Background: an optimization exercise with open tools, aiming at small area, a short achievable clock period and few clock cycles per item. Do not read the settings as production practice.
Function was checked by simulation only, so behaviour that the tests miss may differ from the original.

==> 02-26 <==
==> flow/design.v <==
module sfp_norm_seq #(
  parameter int COL = 8,
  parameter int BW_PSUM = 20,
  parameter int OUT_SHIFT = 8,
  parameter int SW = BW_PSUM + $clog2(COL),
  parameter int BW_OUT = OUT_SHIFT + 2
) (
  input  logic                      clk,
  input  logic                      reset,
  input  logic                      mode_signed,
  input  logic                      mode_dual,
  input  logic                      in_valid,
  output logic                      in_ready,
  input  logic [COL*BW_PSUM-1:0]    in_row,
  output logic [SW-1:0]             sum_out,
  output logic                      sum_out_valid,
  input  logic [SW:0]               sum_in,
  input  logic                      sum_in_valid,
  output logic                      out_valid,
  input  logic                      out_ready,
  output logic [COL*BW_OUT-1:0]     out_row,
  output logic                      busy
);
  localparam int NS = 7;             
  localparam int RW = 25;            
  logic v0, v1, v2, v3, vo;
  logic [NS:1] vd;
  logic xd1;                         
  logic hold, adv, go1, en1, en0;
  logic dm1;
  assign hold = vo & ~out_ready;
  assign adv  = ~hold;
  assign go1 = ~dm1 | xd1 | sum_in_valid;
  assign en1 = ~v1 | (adv & go1);
  assign en0 = ~v0 | en1;
  assign in_ready = en0;
  assign out_valid = vo;
  assign busy = v0 | v1 | v2 | v3 | (|vd) | vo;
  function automatic logic [22:0] fa_s(input logic [22:0] a, input logic [22:0] b, input logic [22:0] c);
    fa_s = a ^ b ^ c;
  endfunction
  function automatic logic [22:0] fa_c(input logic [22:0] a, input logic [22:0] b, input logic [22:0] c, input logic cin);
    logic [22:0] m;
    m = (a & b) | (a & c) | (b & c);
    fa_c = {m[21:0], cin};
  endfunction
  logic [22:0] y [COL];
  logic [COL-1:0] gi;
  logic [22:0] l1s0, l1c0, l1s1, l1c1, l1s2, l1c2, l2s0, l2c0, l2s1, l2c1;
  always_comb begin
    for (int c = 0; c < COL; c++) begin
      gi[c] = in_row[c*BW_PSUM + BW_PSUM-1];
      y[c] = {4'b0, in_row[c*BW_PSUM +: BW_PSUM-1] ^ {(BW_PSUM-1){gi[c]}}};
    end
    l1s0 = fa_s(y[0], y[1], y[2]);           l1c0 = fa_c(y[0], y[1], y[2], gi[1]);
    l1s1 = fa_s(y[3], y[4], y[5]);           l1c1 = fa_c(y[3], y[4], y[5], gi[2]);
    l1s2 = fa_s(y[6], y[7], {22'b0, gi[0]}); l1c2 = fa_c(y[6], y[7], {22'b0, gi[0]}, gi[3]);
    l2s0 = fa_s(l1s0, l1c0, l1s1);           l2c0 = fa_c(l1s0, l1c0, l1s1, gi[4]);
    l2s1 = fa_s(l1c1, l1s2, l1c2);           l2c1 = fa_c(l1c1, l1s2, l1c2, gi[5]);
  end
  logic [COL*BW_PSUM-1:0] x0;
  logic sm0, dm0;
  logic [22:0] ps0 [4];
  always_ff @(posedge clk) begin
    if (reset) v0 <= 1'b0;
    else if (en0) v0 <= in_valid;
    if (en0) begin
      x0 <= in_row;
      sm0 <= mode_signed;
      dm0 <= mode_dual;
      ps0[0] <= l2s0;
      ps0[1] <= l2c0;
      ps0[2] <= l2s1;
      ps0[3] <= l2c1;
    end
  end
  logic [COL-1:0] g;
  logic [BW_PSUM-1:0] a_in [COL];
  logic [COL-1:0] ng_in;
  logic [22:0] l3s, l3c, l4s, l4c;
  always_comb begin
    for (int c = 0; c < COL; c++) begin
      g[c] = x0[c*BW_PSUM + BW_PSUM-1];
      a_in[c] = g[c] ? -x0[c*BW_PSUM +: BW_PSUM] : x0[c*BW_PSUM +: BW_PSUM];
      ng_in[c] = g[c] & sm0;
    end
    l3s = fa_s(ps0[0], ps0[1], ps0[2]);     l3c = fa_c(ps0[0], ps0[1], ps0[2], g[6]);
    l4s = fa_s(l3s, l3c, ps0[3]);           l4c = fa_c(l3s, l3c, ps0[3], g[7]);
  end
  logic [BW_PSUM-1:0] a1 [COL];
  logic [COL-1:0] ng1;
  logic [SW-1:0] s1;
  logic [SW:0] p1;
  always_ff @(posedge clk) begin
    if (reset) begin
      v1 <= 1'b0;
      xd1 <= 1'b0;
    end else if (en1) begin
      v1 <= v0;
      xd1 <= 1'b0;
    end else if (v1 && dm1 && !xd1 && sum_in_valid) begin
      xd1 <= 1'b1;
    end
    if (en1) begin
      for (int c = 0; c < COL; c++) a1[c] <= a_in[c];
      ng1 <= ng_in;
      dm1 <= dm0;
      s1 <= l4s + l4c;
    end
    if (!xd1) p1 <= sum_in;
  end
  assign sum_out = s1;
  assign sum_out_valid = v1 & dm1 & ~xd1;
  logic [BW_PSUM-1:0] a2 [COL];
  logic [COL-1:0] ng2;
  logic [SW-1:0] s2;
  logic [SW:0] p2;
  always_ff @(posedge clk) begin
    if (reset) v2 <= 1'b0;
    else if (adv) v2 <= v1 & go1;
    if (adv) begin
      for (int c = 0; c < COL; c++) a2[c] <= a1[c];
      ng2 <= ng1;
      s2 <= s1;
      p2 <= dm1 ? (xd1 ? p1 : sum_in) : '0;
    end
  end
  logic [BW_PSUM-1:0] a4 [COL];
  logic [COL-1:0] ng4;
  logic [SW:0] d4, dsum;
  assign dsum = {1'b0, s2} + p2;
  always_ff @(posedge clk) begin
    if (reset) v3 <= 1'b0;
    else if (adv) v3 <= v2;
    if (adv) begin
      for (int c = 0; c < COL; c++) a4[c] <= a2[c];
      ng4 <= ng2;
      d4 <= {dsum[SW:1], dsum[0] | (dsum == '0)};
    end
  end
  logic [RW-1:0] r [NS+1][COL];
  logic [SW:0] dd [NS+1];
  logic [COL-1:0] ngd [NS+1];
  logic [COL-1:0] q8 [NS+1];
  logic [NS-1:0] qb [NS+1][COL];    
  logic [RW-1:0] rn [NS+1][COL];
  function automatic logic [RW-1:0] nr_step(input logic [RW-1:0] rr, input logic [SW:0] dv);
    logic sub;
    logic [RW:0] t;
    sub = ~rr[RW-1];
    t = {rr[RW-2:0], 1'b0, 1'b1} + {sub, dv ^ {(SW+1){sub}}, sub};
    nr_step = t[RW:1];
  endfunction
  always_comb begin
    for (int c = 0; c < COL; c++) begin
      rn[0][c] = {4'b0, a4[c], 1'b0} - {1'b0, d4};
      for (int j = 1; j <= NS; j++) rn[j][c] = nr_step(r[j][c], dd[j]);
    end
  end
  always_ff @(posedge clk) begin
    if (reset) vd <= '0;
    else if (adv) vd <= {vd[NS-1:1], v3};
    if (adv) begin
      dd[1] <= d4;
      ngd[1] <= ng4;
      for (int c = 0; c < COL; c++) begin
        r[1][c] <= rn[0][c];
        q8[1][c] <= {3'b0, a4[c]} == d4;
        qb[1][c] <= '0;
      end
      for (int j = 2; j <= NS; j++) begin
        dd[j] <= dd[j-1];
        ngd[j] <= ngd[j-1];
        q8[j] <= q8[j-1];
        for (int c = 0; c < COL; c++) begin
          r[j][c] <= rn[j-1][c];
          qb[j][c] <= qb[j-1][c];
          qb[j][c][j-2] <= ~r[j-1][c][RW-1];
        end
      end
    end
  end
  logic [COL*BW_OUT-1:0] row_fin;
  logic [8:0] qq;
  logic [7:0] qlo;
  always_comb begin
    qq = '0;
    qlo = '0;
    for (int c = 0; c < COL; c++) begin
      for (int k = 0; k < NS-1; k++) qlo[7-k] = qb[NS][c][k];
      qlo[1] = ~r[NS][c][RW-1];
      qlo[0] = ~rn[NS][c][RW-1];
      qq = q8[NS][c] ? 9'd256 : {1'b0, qlo};
      row_fin[c*BW_OUT +: BW_OUT] = ngd[NS][c] ? -{1'b0, qq} : {1'b0, qq};
    end
  end
  always_ff @(posedge clk) begin
    if (reset) vo <= 1'b0;
    else if (adv) vo <= vd[NS];
    if (adv) out_row <= row_fin;
  end
endmodule
==> flow/run.sh <==
#!/bin/bash
# synth_recipe.tcl (not shown) runs the flow's synth.tcl, then flattens the netlist and writes it again
# the make line also repeats each setting of config.mk as NAME=value (left out here)
make -C /OpenROAD-flow-scripts/flow DESIGN_CONFIG=/design/flow/config.mk WORK_HOME=/design/flow/orfs CLKGATE_MAP_FILE= SYNTH_SCRIPT=/design/flow/synth_recipe.tcl finish
==> flow/config.mk <==
export PLATFORM = sky130hd
export DESIGN_NAME = sfp_norm_seq
export DESIGN_NICKNAME = sfp_norm_seq
export VERILOG_FILES = /design/flow/design.v
export SDC_FILE = /design/flow/constraint.sdc
export NUM_CORES = 4
export LEC_CHECK = 0
export CAP_MARGIN = 20
export CORE_MARGIN = 2
export CORE_UTILIZATION = 50
export SETUP_SLACK_MARGIN = 2.8
export SLEW_MARGIN = 20
==> flow/constraint.sdc <==
create_clock -name core_clock -period 6.0 [get_ports {clk}]
set_input_delay 1.2000 -clock core_clock [delete_from_list [all_inputs] [get_ports {clk}]]
set_output_delay 1.2000 -clock core_clock [all_outputs]
set_load 0.01 [all_outputs]
==> 07-12: changes against 02-26 <==
==> flow/design.v (replaced) <==
module sfp_norm_seq #(
  parameter int COL = 8,
  parameter int BW_PSUM = 20,
  parameter int OUT_SHIFT = 8,
  parameter int SW = BW_PSUM + $clog2(COL),
  parameter int BW_OUT = OUT_SHIFT + 2
) (
  input  logic                      clk,
  input  logic                      reset,
  input  logic                      mode_signed,
  input  logic                      mode_dual,
  input  logic                      in_valid,
  output logic                      in_ready,
  input  logic [COL*BW_PSUM-1:0]    in_row,
  output logic [SW-1:0]             sum_out,
  output logic                      sum_out_valid,
  input  logic [SW:0]               sum_in,
  input  logic                      sum_in_valid,
  output logic                      out_valid,
  input  logic                      out_ready,
  output logic [COL*BW_OUT-1:0]     out_row,
  output logic                      busy
);
  localparam int NS = 7;             
  localparam int RW = 25;            
  logic v0, v1, v2, vo;
  logic [NS:1] vd;
  logic xd1;                         
  logic hold, adv, go1, en1, en0;
  logic dm1;
  logic nv0, nv1, nv2, nvo;
  logic [NS:1] nvd;
  assign hold = vo & ~out_ready;
  assign adv  = ~hold;
  assign go1 = ~dm1 | xd1 | sum_in_valid;
  assign en1 = ~v1 | (adv & go1);
  assign en0 = ~v0 | en1;
  assign in_ready = en0;
  assign out_valid = vo;
  assign nv0 = en0 ? in_valid : v0;
  assign nv1 = en1 ? v0 : v1;
  assign nv2 = adv ? v1 & go1 : v2;
  assign nvd = adv ? {vd[NS-1:1], v2} : vd;
  assign nvo = adv ? vd[NS] : vo;
  always_ff @(posedge clk) begin
    if (reset) begin
      v0 <= 1'b0;
      v1 <= 1'b0;
      v2 <= 1'b0;
      vd <= '0;
      vo <= 1'b0;
      busy <= 1'b0;
    end else begin
      v0 <= nv0;
      v1 <= nv1;
      v2 <= nv2;
      vd <= nvd;
      vo <= nvo;
      busy <= nv0 | nv1 | nv2 | (|nvd) | nvo;
    end
  end
  function automatic logic [22:0] fa_s(input logic [22:0] a, input logic [22:0] b, input logic [22:0] c);
    fa_s = a ^ b ^ c;
  endfunction
  function automatic logic [22:0] fa_c(input logic [22:0] a, input logic [22:0] b, input logic [22:0] c, input logic cin);
    logic [22:0] m;
    m = (a & b) | (a & c) | (b & c);
    fa_c = {m[21:0], cin};
  endfunction
  logic [22:0] y [COL];
  logic [COL-1:0] g;
  logic [BW_PSUM-1:0] a_in [COL];
  logic [COL-1:0] ng_in;
  logic [22:0] l1s0, l1c0, l1s1, l1c1, l1s2, l1c2, l2s0, l2c0, l2s1, l2c1, l3s, l3c, l4s, l4c;
  always_comb begin
    for (int c = 0; c < COL; c++) begin
      g[c] = in_row[c*BW_PSUM + BW_PSUM-1];
      y[c] = {4'b0, in_row[c*BW_PSUM +: BW_PSUM-1] ^ {(BW_PSUM-1){g[c]}}};
      a_in[c] = g[c] ? -in_row[c*BW_PSUM +: BW_PSUM] : in_row[c*BW_PSUM +: BW_PSUM];
      ng_in[c] = g[c] & mode_signed;
    end
    l1s0 = fa_s(y[0], y[1], y[2]);          l1c0 = fa_c(y[0], y[1], y[2], g[1]);
    l1s1 = fa_s(y[3], y[4], y[5]);          l1c1 = fa_c(y[3], y[4], y[5], g[2]);
    l1s2 = fa_s(y[6], y[7], {22'b0, g[0]}); l1c2 = fa_c(y[6], y[7], {22'b0, g[0]}, g[3]);
    l2s0 = fa_s(l1s0, l1c0, l1s1);          l2c0 = fa_c(l1s0, l1c0, l1s1, g[4]);
    l2s1 = fa_s(l1c1, l1s2, l1c2);          l2c1 = fa_c(l1c1, l1s2, l1c2, g[5]);
    l3s  = fa_s(l2s0, l2c0, l2s1);          l3c  = fa_c(l2s0, l2c0, l2s1, g[6]);
    l4s  = fa_s(l3s, l3c, l2c1);            l4c  = fa_c(l3s, l3c, l2c1, g[7]);
  end
  logic [BW_PSUM-1:0] a0 [COL];
  logic [COL-1:0] ng0;
  logic dm0, z0;
  logic [22:0] cs0, cc0;
  always_ff @(posedge clk) begin
    if (en0) begin
      for (int c = 0; c < COL; c++) a0[c] <= a_in[c];
      ng0 <= ng_in;
      dm0 <= mode_dual;
      z0 <= in_row == '0;
      cs0 <= l4s;
      cc0 <= l4c;
    end
  end
  logic [BW_PSUM-1:0] a1 [COL];
  logic [COL-1:0] ng1;
  logic z1;
  logic [SW-1:0] s1;
  logic [SW:0] p1;
  always_ff @(posedge clk) begin
    if (reset) xd1 <= 1'b0;
    else if (en1) xd1 <= 1'b0;
    else if (v1 && dm1 && !xd1 && sum_in_valid) xd1 <= 1'b1;
    if (en1) begin
      for (int c = 0; c < COL; c++) a1[c] <= a0[c];
      ng1 <= ng0;
      dm1 <= dm0;
      z1 <= z0;
      s1 <= cs0 + cc0;
    end
    if (!xd1) p1 <= sum_in;
  end
  assign sum_out = s1;
  assign sum_out_valid = v1 & dm1 & ~xd1;
  logic [BW_PSUM-1:0] a4 [COL];
  logic [COL-1:0] ng4;
  logic [SW:0] d4, psel, dsum;
  assign psel = dm1 ? (xd1 ? p1 : sum_in) : '0;
  assign dsum = {1'b0, s1} + psel;
  always_ff @(posedge clk) begin
    if (adv) begin
      for (int c = 0; c < COL; c++) a4[c] <= a1[c];
      ng4 <= ng1;
      d4 <= {dsum[SW:1], dsum[0] | (z1 & (psel == '0))};
    end
  end
  logic [RW-1:0] r [NS+1][COL];
  logic [SW:0] dd [NS+1];
  logic [COL-1:0] ngd [NS+1];
  logic [COL-1:0] q8 [NS+1];
  logic [NS-1:0] qb [NS+1][COL];    
  logic [RW-1:0] rn [NS+1][COL];
  function automatic logic [RW-1:0] bk_add(input logic [RW-1:0] x, input logic [RW-1:0] y, input logic ci);
    logic [RW-1:0] p, gg, pp;
    logic [RW:0] carry;
    p = x ^ y;
    gg = x & y;
    pp = p;
    for (int l = 1; l < RW; l = l * 2)
      for (int i = 2*l-1; i < RW; i += 2*l) begin
        gg[i] = gg[i] | (pp[i] & gg[i-l]);
        pp[i] = pp[i] & pp[i-l];
      end
    for (int l = 8; l >= 1; l = l / 2)
      for (int i = 3*l-1; i < RW; i += 2*l) begin
        gg[i] = gg[i] | (pp[i] & gg[i-l]);
        pp[i] = pp[i] & pp[i-l];
      end
    carry[0] = ci;
    for (int i = 0; i < RW; i++) carry[i+1] = gg[i] | (pp[i] & ci);
    bk_add = p ^ carry[RW-1:0];
  endfunction
  function automatic logic [RW-1:0] nr_step(input logic [RW-1:0] rr, input logic [SW:0] dv);
    logic sub;
    sub = ~rr[RW-1];
    nr_step = bk_add({rr[RW-2:0], 1'b0}, {sub, dv ^ {(SW+1){sub}}}, sub);
  endfunction
  always_comb begin
    for (int c = 0; c < COL; c++) begin
      rn[0][c] = bk_add({4'b0, a4[c], 1'b0}, ~{1'b0, d4}, 1'b1);
      for (int j = 1; j <= NS; j++) rn[j][c] = nr_step(r[j][c], dd[j]);
    end
  end
  always_ff @(posedge clk) begin
    if (adv) begin
      dd[1] <= d4;
      ngd[1] <= ng4;
      for (int c = 0; c < COL; c++) begin
        r[1][c] <= rn[0][c];
        q8[1][c] <= {3'b0, a4[c]} == d4;
        qb[1][c] <= '0;
      end
      for (int j = 2; j <= NS; j++) begin
        dd[j] <= dd[j-1];
        ngd[j] <= ngd[j-1];
        q8[j] <= q8[j-1];
        for (int c = 0; c < COL; c++) begin
          r[j][c] <= rn[j-1][c];
          qb[j][c] <= qb[j-1][c];
          qb[j][c][j-2] <= ~r[j-1][c][RW-1];
        end
      end
    end
  end
  logic [COL*BW_OUT-1:0] row_fin;
  logic [8:0] qq;
  logic [7:0] qlo;
  always_comb begin
    qq = '0;
    qlo = '0;
    for (int c = 0; c < COL; c++) begin
      for (int k = 0; k < NS-1; k++) qlo[7-k] = qb[NS][c][k];
      qlo[1] = ~r[NS][c][RW-1];
      qlo[0] = ~rn[NS][c][RW-1];
      qq = q8[NS][c] ? 9'd256 : {1'b0, qlo};
      row_fin[c*BW_OUT +: BW_OUT] = ngd[NS][c] ? -{1'b0, qq} : {1'b0, qq};
    end
  end
  always_ff @(posedge clk) begin
    if (adv) out_row <= row_fin;
  end
endmodule
- CORE_UTILIZATION: 50 -> 65
- CTS_CLUSTER_SIZE: default -> 40
- SETUP_SLACK_MARGIN: 2.8 -> 2.0
==> results.json <==
{
  "regArea_mm2": 0.0764,
  "inverters": 511,
  "multi_input_area_mm2": 0.0790,
  "stdcell_count": 17388,
  "initial_core_util": 0.655,
  "hold-worst-slack_ns": 0.373,
  "status": "complete, no violations"
}
(the above is from 07-12)
==> results.json <==
{
  "initial_core_util": 0.501,
  "regArea_mm2": 0.0836,
  "hold-worst-slack_ns": 0.391,
  "multi_input_area_mm2": 0.0978,
  "inverters": 520,
  "stdcell_count": 21626,
  "status": "complete, no violations"
}
(the above is from 02-26)
Testbench counts of 02-26, summed over its fixed seeds: cycles 1,376, rows 1,280.
Testbench counts of 07-12, summed over its fixed seeds: cycles 1,368, rows 1,280.

-- re-timing with driven ports --
The results above use ideal ports. As a check the final layouts listed here were re-extracted and re-timed, cells and wires unchanged.
Step 1: set_driving_cell puts a clkbuf_16 on clk and a buf_2 on each other input, an assumption about the parent block.
Step 2 also shifts input and output timing later by t, the mid clock arrival at the registers, as if the neighbouring blocks saw the same clock.
a / b / c = ideal ports / drivers / drivers and shift; a / b = the first two.
| run | t, ns | setup WS [ns] | worst setup path after step 2 | worst data-port slew with drivers (ns) |
|---|---|---|---|---|
| 02-26 | 1.056 | 2.025 / 2.025 / 1.940 | input to register | 0.15 |
| 07-12 | 1.063 | 1.744 / 1.744 / 1.185 | input to register | 0.11 |
After both steps setup and hold are still met in every run listed. For 07-12, which loses most, drivers alone change the setup slack by 0.000 ns; drivers and shift together by -0.559 ns.
